Context: an optimization exercise on an open-source flow, tuned for small area, a short achievable clock period and few clock cycles per item. The choices shown serve that exercise and are no tape-out recipe.
No run shown here included a check of the RTL's function; only the layout flow was run.
Power figures rest on the tool's default switching activity, not on a simulated workload.

==> flow/design.v, too long to show whole: its modules and the start of the top module <==
// module csa_fa: 9 lines
// module csa_ha: 8 lines
// module binary_neuron: 1014 lines
module binary_neuron (
    input  logic                    clk,
    input  logic                    reset,
    input  logic                    in_valid,
    output logic                    in_ready,
    input  logic [320:0]            in_req,
    output logic                    out_valid,
    input  logic                    out_ready,
    output logic [9:0]              out_sum
);
  // ...
==> flow/flow/run.sh <==
#!/bin/bash
# The standard layout (standard.sh: ORFS synthesis to final layout), with
# two changes:
#  - the input and output ports are buffered with the smallest buffer,
#    sky130_fd_sc_hd__buf_1, instead of the cell buffer_ports picks by default
#    (clkdlybuf4s50_1); later repair steps may still resize them;
#  - clock tree synthesis adds no dummy loads to the clock tree.
set -euo pipefail
export BUFFER_PORTS_ARGS="-buffer_cell sky130_fd_sc_hd__buf_1"
export CTS_ARGS="-sink_clustering_enable -repair_clock_nets -buf_list sky130_fd_sc_hd__clkbuf_8 -dont_use_dummy_load"
bash standard.sh > standard_flow.log 2>&1
==> flow/standard.sh <==
#!/bin/bash
# synth_recipe.tcl (not shown) runs the flow's synth.tcl, then flattens the netlist and writes it again
# the make line also repeats each setting of config.mk as NAME=value (left out here)
make -C /OpenROAD-flow-scripts/flow DESIGN_CONFIG=/design/flow/config.mk WORK_HOME=/design/flow/orfs CLKGATE_MAP_FILE= SYNTH_SCRIPT=/design/flow/synth_recipe.tcl "${@:-finish}"
==> flow/config.mk <==
export PLATFORM = sky130hd
export DESIGN_NAME = binary_neuron
export DESIGN_NICKNAME = binary_neuron
export VERILOG_FILES = /design/flow/design.v
export SDC_FILE = /design/flow/constraint.sdc
export NUM_CORES = 4
export LEC_CHECK = 0
export CAP_MARGIN = 20
export CORE_MARGIN = 2
export CORE_UTILIZATION = 40
export CTS_BUF_LIST = sky130_fd_sc_hd__clkbuf_8
export SLEW_MARGIN = 20
export SYNTH_HIERARCHICAL = 1
export SYNTH_MINIMUM_KEEP_SIZE = 0
==> flow/constraint.sdc <==
create_clock -name core_clock -period 6.0 [get_ports {clk}]
set_input_delay 1.2000 -clock core_clock [delete_from_list [all_inputs] [get_ports {clk}]]
set_output_delay 1.2000 -clock core_clock [all_outputs]
set_load 0.01 [all_outputs]
==> results.json, run 1 <==
{
  "synth_edf_count": 50,
  "cts_buffers": 47,
  "clock_power_uw": 1350,
  "final_common_cell": "buf_1",
  "criticalPathCategory": "reg -> reg",
  "worst_r2r_path_depth": 4,
  "nClkBuffers": 47,
  "grt_start_max_net_pins": 27,
  "setup_ws_ns": 3.44,
  "p_switching_uw": 3420,
  "ys.flop_type": "dfxtp_1",
  "layout.nonclk_buf_share_pct": 7.05,
  "syn_avg_cell_area_um2": 12.5,
  "worst-path-buf-inv": 0,
  "crit_start": "r1_s287$_DFF_P_",
  "yosys.area_share.simple_pct": 11.0,
  "outcome": "timing/DRC/antenna clean",
  "clkCellAreaFrac_pct": 3.61,
  "ctsRootBufferMaster": "clkbuf_8",
  "drv_cap": 0,
  "fin_hold_ws_ns": 0.324,
  "power-top-group": "combinational cells",
  "power_frac_comb_pct": 50.1,
  "antenna_cells": 2,
  "layout_common_cells": "buf_1 (336), fa_1 (243), dfxtp_1 (239)",
  "top_layer": "met4",
  "critical_path_arrival_ns": 3.00,
  "synth_top_family_by_area": "adder cells",
  "clock.fmax_mhz": 390,
  "async_flop_share_pct": 0,
  "min_to": "r3_s157$_DFF_P_",
  "rows": 71,
  "syn_nets": 1814,
  "dp_hpwl_mm": 30.5,
  "yosysUniqueCellTypes": 33,
  "grt-busiest-layer": "met2",
  "largest_class": "multi-input combinational cells",
  "clock-sinks": 289,
  "vias": 9624,
  "largest_reg_flops": 40
}
==> run 2, diff against run 1 <==
--- a/flow/design.v
+++ b/flow/design.v
@@ -215,18 +215,18 @@
     wire q3_61 = ~(in_req[76] ^ (~in_req[3] & (in_req[73] | in_req[74] | in_req[75])));
     wire p1_62 = in_req[70] ^ (~in_req[2] & in_req[69]);
     wire p2_62 = in_req[71] ^ (~in_req[2] & (in_req[69] | in_req[70]));
     wire q3_62 = ~(in_req[72] ^ (~in_req[2] & (in_req[69] | in_req[70] | in_req[71])));
     wire p1_63 = in_req[66] ^ (~in_req[1] & in_req[65]);
     wire p2_63 = in_req[67] ^ (~in_req[1] & (in_req[65] | in_req[66]));
     wire q3_63 = ~(in_req[68] ^ (~in_req[1] & (in_req[65] | in_req[66] | in_req[67])));
     logic r1_s39, r1_s41, r1_s43, r1_s45, r1_s47, r1_s49, r1_s51, r1_s53, r1_s55, r1_s65, r1_s67, r1_s69, r1_s71, r1_s73, r1_s75, r1_s77, r1_s79, r1_s81, r1_s83, r1_s85, r1_s87, r1_s89, r1_s91, r1_s93, r1_s95, r1_s97, r1_s99, r1_s101, r1_s103, r1_s105, r1_s107, r1_c44, r1_c46, r1_c48, r1_c50, r1_c52, r1_c54, r1_c56, r1_s109, r1_s111, r1_s113, r1_s115, r1_s117, r1_s119, r1_s121, r1_p2_62, r1_p2_63, r1_c66, r1_c68, r1_c70, r1_c72, r1_c74, r1_c76, r1_c78, r1_c80, r1_c82, r1_c84, r1_c86, r1_c88, r1_c90, r1_c92, r1_c94, r1_c96, r1_c98, r1_c100, r1_c102, r1_c104, r1_c106, r1_c108, r1_s161, r1_s163, r1_s165, r1_s167, r1_s169, r1_s171, r1_s173, r1_s175, r1_s177, r1_s179, r1_s181, r1_s183, r1_s185, r1_s187, r1_s189, r1_s191, r1_s193, r1_s195, r1_s197, r1_s199, r1_s201, r1_c110, r1_c112, r1_c114, r1_c116, r1_c118, r1_c120, r1_c122, r1_q3_62, r1_q3_63, r1_c162, r1_c164, r1_c166, r1_c168, r1_c170, r1_c172, r1_c174, r1_c176, r1_c178, r1_c180, r1_c182, r1_c184, r1_c186, r1_c188, r1_c190, r1_c192, r1_c194, r1_c196, r1_c198, r1_c200, r1_c202, r1_s273, r1_s275, r1_s277, r1_s279, r1_s281, r1_s283, r1_s285, r1_s287, r1_s289, r1_s291, r1_s293, r1_s295, r1_s297, r1_s299, r1_s301, r1_s303, r1_s305, r1_s307, r1_s309, r1_s311, r1_s313, r1_c274, r1_c276, r1_c278, r1_c280, r1_c282, r1_c284, r1_c286, r1_c288, r1_c290, r1_c292, r1_c294, r1_c296, r1_c298, r1_c300, r1_c302, r1_c304, r1_c306, r1_c308, r1_c310, r1_c312, r1_c314;
-    logic r2_s265, r2_s267, r2_s269, r2_s379, r2_c268, r2_s381, r2_c270, r2_s383, r2_s385, r2_c376, r2_c378, r2_c380, r2_s433, r2_c382, r2_s435, r2_s437, r2_s439, r2_c384, r2_c386, r2_s459, r2_s461, r2_s463, r2_c434, r2_c436, r2_c438, r2_s465, r2_c440, r2_s467, r2_s483, r2_c464, r2_c466, r2_c468, r2_s485, r2_c484, r2_c486, r2_s63, r2_s157, r2_s159;
-    logic r3_s477, r3_c452, r3_s479, r3_c478, r3_s493, r3_c480, r3_c492, r3_s499, r3_c494, r3_c498, r3_c500, r3_s63, r3_s157, r3_s271, r3_s391, r3_s451, r3_s159;
+    logic r2_c158, r2_c160, r2_s263, r2_s265, r2_s267, r2_s379, r2_c268, r2_s381, r2_s383, r2_s385, r2_c376, r2_c378, r2_c380, r2_s433, r2_c382, r2_s435, r2_s437, r2_s439, r2_c384, r2_c386, r2_s459, r2_s461, r2_s463, r2_c434, r2_c436, r2_c438, r2_s465, r2_c440, r2_s467, r2_s483, r2_c464, r2_c466, r2_c468, r2_s485, r2_c484, r2_c486, r2_g506, r2_s63, r2_g505;
+    logic r3_s477, r3_c452, r3_s479, r3_c478, r3_s493, r3_c480, r3_c492, r3_s499, r3_c494, r3_s503, r3_g518, r3_c504, r3_s63, r3_g505, r3_g513, r3_g515, r3_g517;
     wire s1 = ~(in_req[317] ^ in_req[313]);
     wire c2 = in_req[317] | in_req[313];
     wire s3, c4;
     csa_fa u_s3 (.a(in_req[309]), .b(in_req[305]), .c(in_req[301]), .s(s3), .co(c4));
     wire s5, c6;
     csa_fa u_s5 (.a(in_req[297]), .b(in_req[293]), .c(in_req[289]), .s(s5), .co(c6));
     wire s7, c8;
     csa_fa u_s7 (.a(in_req[285]), .b(in_req[281]), .c(in_req[277]), .s(s7), .co(c8));
@@ -486,19 +486,19 @@
     csa_fa u_s261 (.a(s245), .b(s247), .c(s249), .s(s261), .co(c262));
     wire s263, c264;
     csa_fa u_s263 (.a(c152), .b(c154), .c(c156), .s(s263), .co(c264));
     wire s265, c266;
     csa_fa u_s265 (.a(s251), .b(s253), .c(s255), .s(s265), .co(c266));
     wire s267, c268;
     csa_fa u_s267 (.a(s257), .b(s259), .c(s261), .s(s267), .co(c268));
     wire s269, c270;
-    csa_fa u_s269 (.a(c158), .b(c160), .c(s263), .s(s269), .co(c270));
+    csa_fa u_s269 (.a(r2_c158), .b(r2_c160), .c(r2_s263), .s(s269), .co(c270));
     wire s271, c272;
-    csa_fa u_s271 (.a(r2_s265), .b(r2_s267), .c(r2_s269), .s(s271), .co(c272));
+    csa_fa u_s271 (.a(r2_s265), .b(r2_s267), .c(s269), .s(s271), .co(c272));
     wire s273 = ~(q3_0 ^ q3_1);
     wire c274 = q3_0 | q3_1;
     wire s275, c276;
     csa_fa u_s275 (.a(q3_2), .b(q3_3), .c(q3_4), .s(s275), .co(c276));
     wire s277, c278;
     csa_fa u_s277 (.a(q3_5), .b(q3_6), .c(q3_7), .s(s277), .co(c278));
     wire s279, c280;
     csa_fa u_s279 (.a(q3_8), .b(q3_9), .c(q3_10), .s(s279), .co(c280));
@@ -606,17 +606,17 @@
     csa_fa u_s381 (.a(s367), .b(c262), .c(s369), .s(s381), .co(c382));
     wire s383, c384;
     csa_fa u_s383 (.a(s371), .b(s373), .c(c264), .s(s383), .co(c384));
     wire s385, c386;
     csa_fa u_s385 (.a(c266), .b(s375), .c(s377), .s(s385), .co(c386));
     wire s387, c388;
     csa_fa u_s387 (.a(r2_s379), .b(r2_c268), .c(r2_s381), .s(s387), .co(c388));
     wire s389, c390;
-    csa_fa u_s389 (.a(r2_c270), .b(r2_s383), .c(r2_s385), .s(s389), .co(c390));
+    csa_fa u_s389 (.a(c270), .b(r2_s383), .c(r2_s385), .s(s389), .co(c390));
     wire s391, c392;
     csa_fa u_s391 (.a(s387), .b(c272), .c(s389), .s(s391), .co(c392));
     wire s393 = ~(r1_c274 ^ r1_c276);
     wire c394 = r1_c274 | r1_c276;
     wire s395, c396;
     csa_fa u_s395 (.a(r1_c278), .b(r1_c280), .c(r1_c282), .s(s395), .co(c396));
     wire s397, c398;
     csa_fa u_s397 (.a(r1_c284), .b(r1_c286), .c(r1_c288), .s(s397), .co(c398));
@@ -719,21 +719,46 @@
     wire s495, c496;
     csa_fa u_s495 (.a(r3_c478), .b(r3_s493), .c(r3_c480), .s(s495), .co(c496));
     wire s497 = ~(r2_c484 ^ r2_c486);
     wire c498 = r2_c484 | r2_c486;
     wire s499, c500;
     csa_fa u_s499 (.a(c488), .b(s497), .c(c490), .s(s499), .co(c500));
     wire s501, c502;
     csa_fa u_s501 (.a(r3_c492), .b(r3_s499), .c(r3_c494), .s(s501), .co(c502));
-    wire s503 = ~(r3_c498 ^ r3_c500);
-    wire c504 = r3_c498 | r3_c500;
-    wire [9:0] row_a = {c504, s503, s501, s495, s481, r3_s451, r3_s391, r3_s271, r3_s157, r3_s63};
-    wire [9:0] row_b = {1'b0, c502, c496, c482, 1'b0, 1'b0, 1'b0, 1'b0, r3_s159, 1'b0};
-    wire [9:0] total = row_a + row_b;
+    wire s503 = ~(c498 ^ c500);
+    wire c504 = c498 | c500;
+    wire g505 = s157 ^ s159;
+    wire g506 = s157 & s159;
+    wire g507 = s495 ^ c482;
+    wire g508 = s495 & c482;
+    wire g509 = s501 ^ c496;
+    wire g510 = s501 & c496;
+    wire g511 = r3_s503 ^ c502;
+    wire g512 = r3_s503 & c502;
+    wire g513 = s271 ^ r2_g506;
+    wire g514 = s271 & r2_g506;
+    wire g515 = s391 ^ g514;
+    wire g516 = s391 & g514;
+    wire g517 = s451 ^ g516;
+    wire g518 = s451 & g516;
+    wire g519 = s481 ^ r3_g518;
+    wire g520 = s481 & r3_g518;
+    wire g521 = g507 ^ g520;
+    wire g522 = g508 | (g507 & g520);
+    wire g523 = g509 ^ g522;
+    wire g524 = g510 | (g509 & g508);
+    wire g525 = g509 & g507;
+    wire g526 = g524 | (g525 & g520);
+    wire g527 = g511 ^ g526;
+    wire g528 = g512 | (g511 & g510);
+    wire g529 = g511 & g509;
+    wire g530 = g528 | (g529 & g522);
+    wire g531 = r3_c504 ^ g530;
+    wire [9:0] total = {g531, g527, g523, g521, g519, r3_g517, r3_g515, r3_g513, r3_g505, r3_s63};
     logic         accept, pop;
     logic [4:0] pending, pending_next;
     assign accept = in_valid && in_ready;
     assign pop    = out_valid && out_ready;
     always_comb begin
         case ({accept, pop})
             2'b10:   pending_next = {pending[3:0], 1'b1};
             2'b01:   pending_next = {1'b0, pending[4:1]};
@@ -917,23 +942,24 @@
         r1_c304 <= c304;
         r1_c306 <= c306;
         r1_c308 <= c308;
         r1_c310 <= c310;
         r1_c312 <= c312;
         r1_c314 <= c314;
     end
     always_ff @(posedge clk) begin
+        r2_c158 <= c158;
+        r2_c160 <= c160;
+        r2_s263 <= s263;
         r2_s265 <= s265;
         r2_s267 <= s267;
-        r2_s269 <= s269;
         r2_s379 <= s379;
         r2_c268 <= c268;
         r2_s381 <= s381;
-        r2_c270 <= c270;
         r2_s383 <= s383;
         r2_s385 <= s385;
         r2_c376 <= c376;
         r2_c378 <= c378;
         r2_c380 <= c380;
         r2_s433 <= s433;
         r2_c382 <= c382;
         r2_s435 <= s435;
@@ -952,38 +978,38 @@
         r2_s467 <= s467;
         r2_s483 <= s483;
         r2_c464 <= c464;
         r2_c466 <= c466;
         r2_c468 <= c468;
         r2_s485 <= s485;
         r2_c484 <= c484;
         r2_c486 <= c486;
+        r2_g506 <= g506;
         r2_s63 <= s63;
-        r2_s157 <= s157;
-        r2_s159 <= s159;
+        r2_g505 <= g505;
     end
     always_ff @(posedge clk) begin
         r3_s477 <= s477;
         r3_c452 <= c452;
         r3_s479 <= s479;
         r3_c478 <= c478;
         r3_s493 <= s493;
         r3_c480 <= c480;
         r3_c492 <= c492;
         r3_s499 <= s499;
         r3_c494 <= c494;
-        r3_c498 <= c498;
-        r3_c500 <= c500;
+        r3_s503 <= s503;
+        r3_g518 <= g518;
+        r3_c504 <= c504;
         r3_s63 <= r2_s63;
-        r3_s157 <= r2_s157;
-        r3_s271 <= s271;
-        r3_s391 <= s391;
-        r3_s451 <= s451;
-        r3_s159 <= r2_s159;
+        r3_g505 <= r2_g505;
+        r3_g513 <= g513;
+        r3_g515 <= g515;
+        r3_g517 <= g517;
     end
     logic [9:0]      q_data [0:3];
     logic [3:0]    q_wr, q_rd, q_occ;
     logic [9:0]      q_head;
     logic            q_empty;
     logic            result;        
     logic            head_load;     
     logic            q_push, q_pull;
==> flow/flow/run.sh (replaced) <==
#!/bin/bash
# The standard layout (standard.sh: ORFS synthesis to final layout), with
# one change: the input and output ports are buffered with the smallest
# buffer, sky130_fd_sc_hd__buf_1, instead of the cell buffer_ports picks by
# default (clkdlybuf4s50_1).  Later repair steps may still resize them.
set -euo pipefail
export BUFFER_PORTS_ARGS="-buffer_cell sky130_fd_sc_hd__buf_1"
bash standard.sh > standard_flow.log 2>&1
==> run 2 against run 1 <==
Against the previous run: synthesized area increased by 0.20%; sequential power hardly changed; via count increased by 0.76%; critical path depth grew 1; global-route usage increased by 0.29 points; utilization rose by 0.93 points; non-clock buffer count stayed put; final cell count up 1.9%.
==> results.json, run 2 <==
{
  "final_layout_size_suffix_gt1_share_pct": 4.75,
  "critPathLaunchType": "flop",
  "yosys-top-cells-count": "fa_1 (244), dfxtp_1 (240), nor2_1 (218), xnor2_1 (130)",
  "synth_seq_cells": 290,
  "cts_tree": "yes",
  "grt_setup_unrepaired": "no",
  "antenna_found_initial": 0,
  "ys.flop_type": "dfxtp_1",
  "async_flop_share_pct": 0,
  "synth_top_area_share_pct": 31.7,
  "period_needed_ns": 2.58,
  "first_iter_violations": 345,
  "grt_start_max_net_pins": 28,
  "ir_worst_vdd_v": 0.000302,
  "rows": 71,
  "powerDensity_nw_per_um2": 516,
  "hold_viol": 0,
  "layout_common_cells": "buf_1 (336), fa_1 (244), dfxtp_1 (240)",
  "clock.fmax_mhz": 387,
  "largest_reg_flops": 40,
  "cts_resized": 0,
  "setup_viol": 0,
  "cts_hold_buf": 0,
  "initial_core_util_pct": 40.8,
  "p_total_uw": 9450,
  "die_x_um": 200,
  "drcViolationCount": 0,
  "rr_endpoint": "r3_g517$_DFF_P_",
  "r2r_slack_ns": 3.42,
  "yosysMostFrequentCell": "fa_1",
  "ys_warn_count": 8,
  "grt_usage_pct": 18.4,
  "critical_path_arrival_ns": 3.00,
  "worstReg2RegStart": "r2_c158$_DFF_P_",
  "portBuffers": 336,
  "final_common_cell": "buf_1",
  "synth_edf_count": 50,
  "ant_nets": 0,
  "worst_r2r_path_depth": 5,
  "leakagePower_uw": 0.00691,
  "synthToLayoutAreaGrowth_pct": 18.6,
  "antenna_cells": 0,
  "reg.largest.list": "q_data x40, out_sum x10, pending x5",
  "wl_per_cell_um": 16.9,
  "dp_hpwl_mm": 31.1,
  "die_area_um2": 40100,
  "min_to": "r3_g505$_DFF_P_",
  "cp.required_ns": 6.42,
  "slew_headroom_pct": 36.2,
  "min_from": "r2_g505$_DFF_P_",
  "design_area_um2": 18300,
  "insertion_delay_ns": 0.56,
  "clk_transition_reported_paths_ns": 0.06,
  "syn_nets": 1819,
  "yosysTopAreaCell": "fa_1",
  "yosysUniqueCellTypes": 31,
  "hp-class": "reg -> reg",
  "grt_pass1_wl_mm": 56.6,
  "worstMarginPinSlew_ns": 0.956,
  "viasPerCell": 4.50,
  "clock-sinks": 290,
  "setup_tns_ns": 0,
  "vias": 9697,
  "criticalPathCategory": "reg -> reg",
  "cts_setup_buffers": 0,
  "overflow": 0,
  "skew_ns": 0.0331,
  "yosysSeqAreaShare_pct": 40.9,
  "grt_pass1_vias": 10636,
  "period_share_pct": 43.1,
  "ctsRootBufferMaster": "clkbuf_8",
  "dr.pass1.iters": 4,
  "outcome": "timing/DRC/antenna clean",
  "whs_path_depth": 0,
  "cts_buffers": 47,
  "crit_fanout": 1,
  "place_congestion": 0.852,
  "core_um2": 37800,
  "top_register": "q_data",
  "syn_inst": 1230,
  "slew_viol_final": 0,
  "drt-total-wl_mm": 36.4,
  "yosys-top-cells-area": "fa_1 (32%), dfxtp_1 (31%), edfxtp_1 (9.7%)",
  "cts.path.max_buffers": 3,
  "worstSetupEndpointType": "flop",
  "placed_cell_area_um2": 17300,
  "die-height_um": 200,
  "nNetsFinal": 2193,
  "drv_cap": 0,
  "syn_avg_cell_area_um2": 12.5,
  "post-route-util_pct": 48.3,
  "syn_area_um2": 15400,
  "htreeDepth": 2,
  "io_pins": 337
}
run 2: cell count changes after synthesis, sizes merged, moves of 2 or more:
cell,change
ha,+3
inv,+3
nor2,+3
xor2,-3
a21oi,+2
and3,-2
nand3,-2
run 2: per-module statistics from Yosys (local to each module, per instance):
module | copies in the design | cells | flip-flops and latches
binary_neuron | 1 | 987 | 290
csa_fa | 243 | 1 | 0
run 2: critical path, cell delays in order, from the launching register on:
cell and delay [ns]:
dfxtp_1 0.31, fa_1 0.45, fa_1 0.45, fa_1 0.53
fa_1 0.42, ha_1 0.29
run 2: worst max path at each step:
stage / cells after the start / from / end
after global placement: 9 / out_ready / q_occ[3]$_SDFFE_PP0P_
after floorplan: 8 / out_ready / q_occ[0]$_SDFFE_PP0P_
final: 5 / r2_c158$_DFF_P_ / r3_g517$_DFF_P_
after detailed placement: 9 / out_ready / q_occ[3]$_SDFFE_PP0P_
after CTS: 5 / r2_c158$_DFF_P_ / r3_g517$_DFF_P_
after global routing: 5 / r2_c158$_DFF_P_ / r3_g517$_DFF_P_
run 2: cell type report:
class                   count  area (µm²)
fillers                  3507       19600
flip-flops and latches    290        6310
clock buffers              64         881
repair buffers            336        1260
multi-input cells         890        8920
clock inverters            24         134
well taps                 511         639
inverters                  39         149
run 2: kinds of logic (layout without fill, tap and decap cells):
logic type,count (synthesis),in the layout,synth area share (%)
AOI/OAI and AO/OA,54,54,2.39
xor gates and xnor gates,195,195,11.1
adders and majority gates,264,264,33.3
buffers and inverters,50,463,1.25
DFF,290,290,40.9
muxes,2,2,0.130
and+or+nand+nor,375,375,11.0
run 2: power by group:
part	total [µW]	internal, µW	switching (µW)	leakage (µW)
Combinational	4540	2080	2460	0.00385
Sequential	3150	2810	332	0.00248
Clock	1760	996	760	0.000583
run 2: stage by stage:
step | setup WS, ns | hold slack, ns | std cells
floorplan | 3.45 | 0.310 | 1230
global placement | 3.33 | 0.312 | 2066
detailed placement | 3.26 | 0.315 | 2066
CTS | 3.39 | 0.329 | 2154
global route | 3.29 | 0.334 | 2154
finish | 3.42 | 0.325 | 2154
run 2: per-layer routing:
metal / GRT usage, % / share of wire [%] / vias to the layer above
met3: 2.86 / 4.6 / 35
met1: 22.5 / 41 / 4716
li1: - / - / 4679
met5: 0 / 0 / -
met2: 34.2 / 53 / 267
met4: 3.99 / 1.3 / 0

## static timing again, ports no longer ideal
The flow's constraints put no driver on any port. The routed layouts listed below were extracted and timed again, unchanged, in two steps. Step 1, drivers: a clkbuf_16 drives clk and a buf_2 each remaining input, both assumed. Step 2 also shifts input and output timing later by t, the mid clock arrival at the registers, as if the neighbouring blocks saw the same clock. Three values: ideal, step 1, step 2; two values: the first two.
run | t, ns | slack for setup (ns) | worst setup path after step 2 | worst slew at a driven data input, ns | pins driven straight from the clock port
run 1 | 0.567 | 3.437 / 3.437 / 3.103 | input to register | 0.08 | 1
run 2 | 0.587 | 3.415 / 3.415 / 3.258 | input to register | 0.07 | 1
After both steps every run listed still meets setup and hold. For run 1, which loses most, drivers alone change the setup slack by 0.000 ns; drivers and shift together by -0.334 ns.
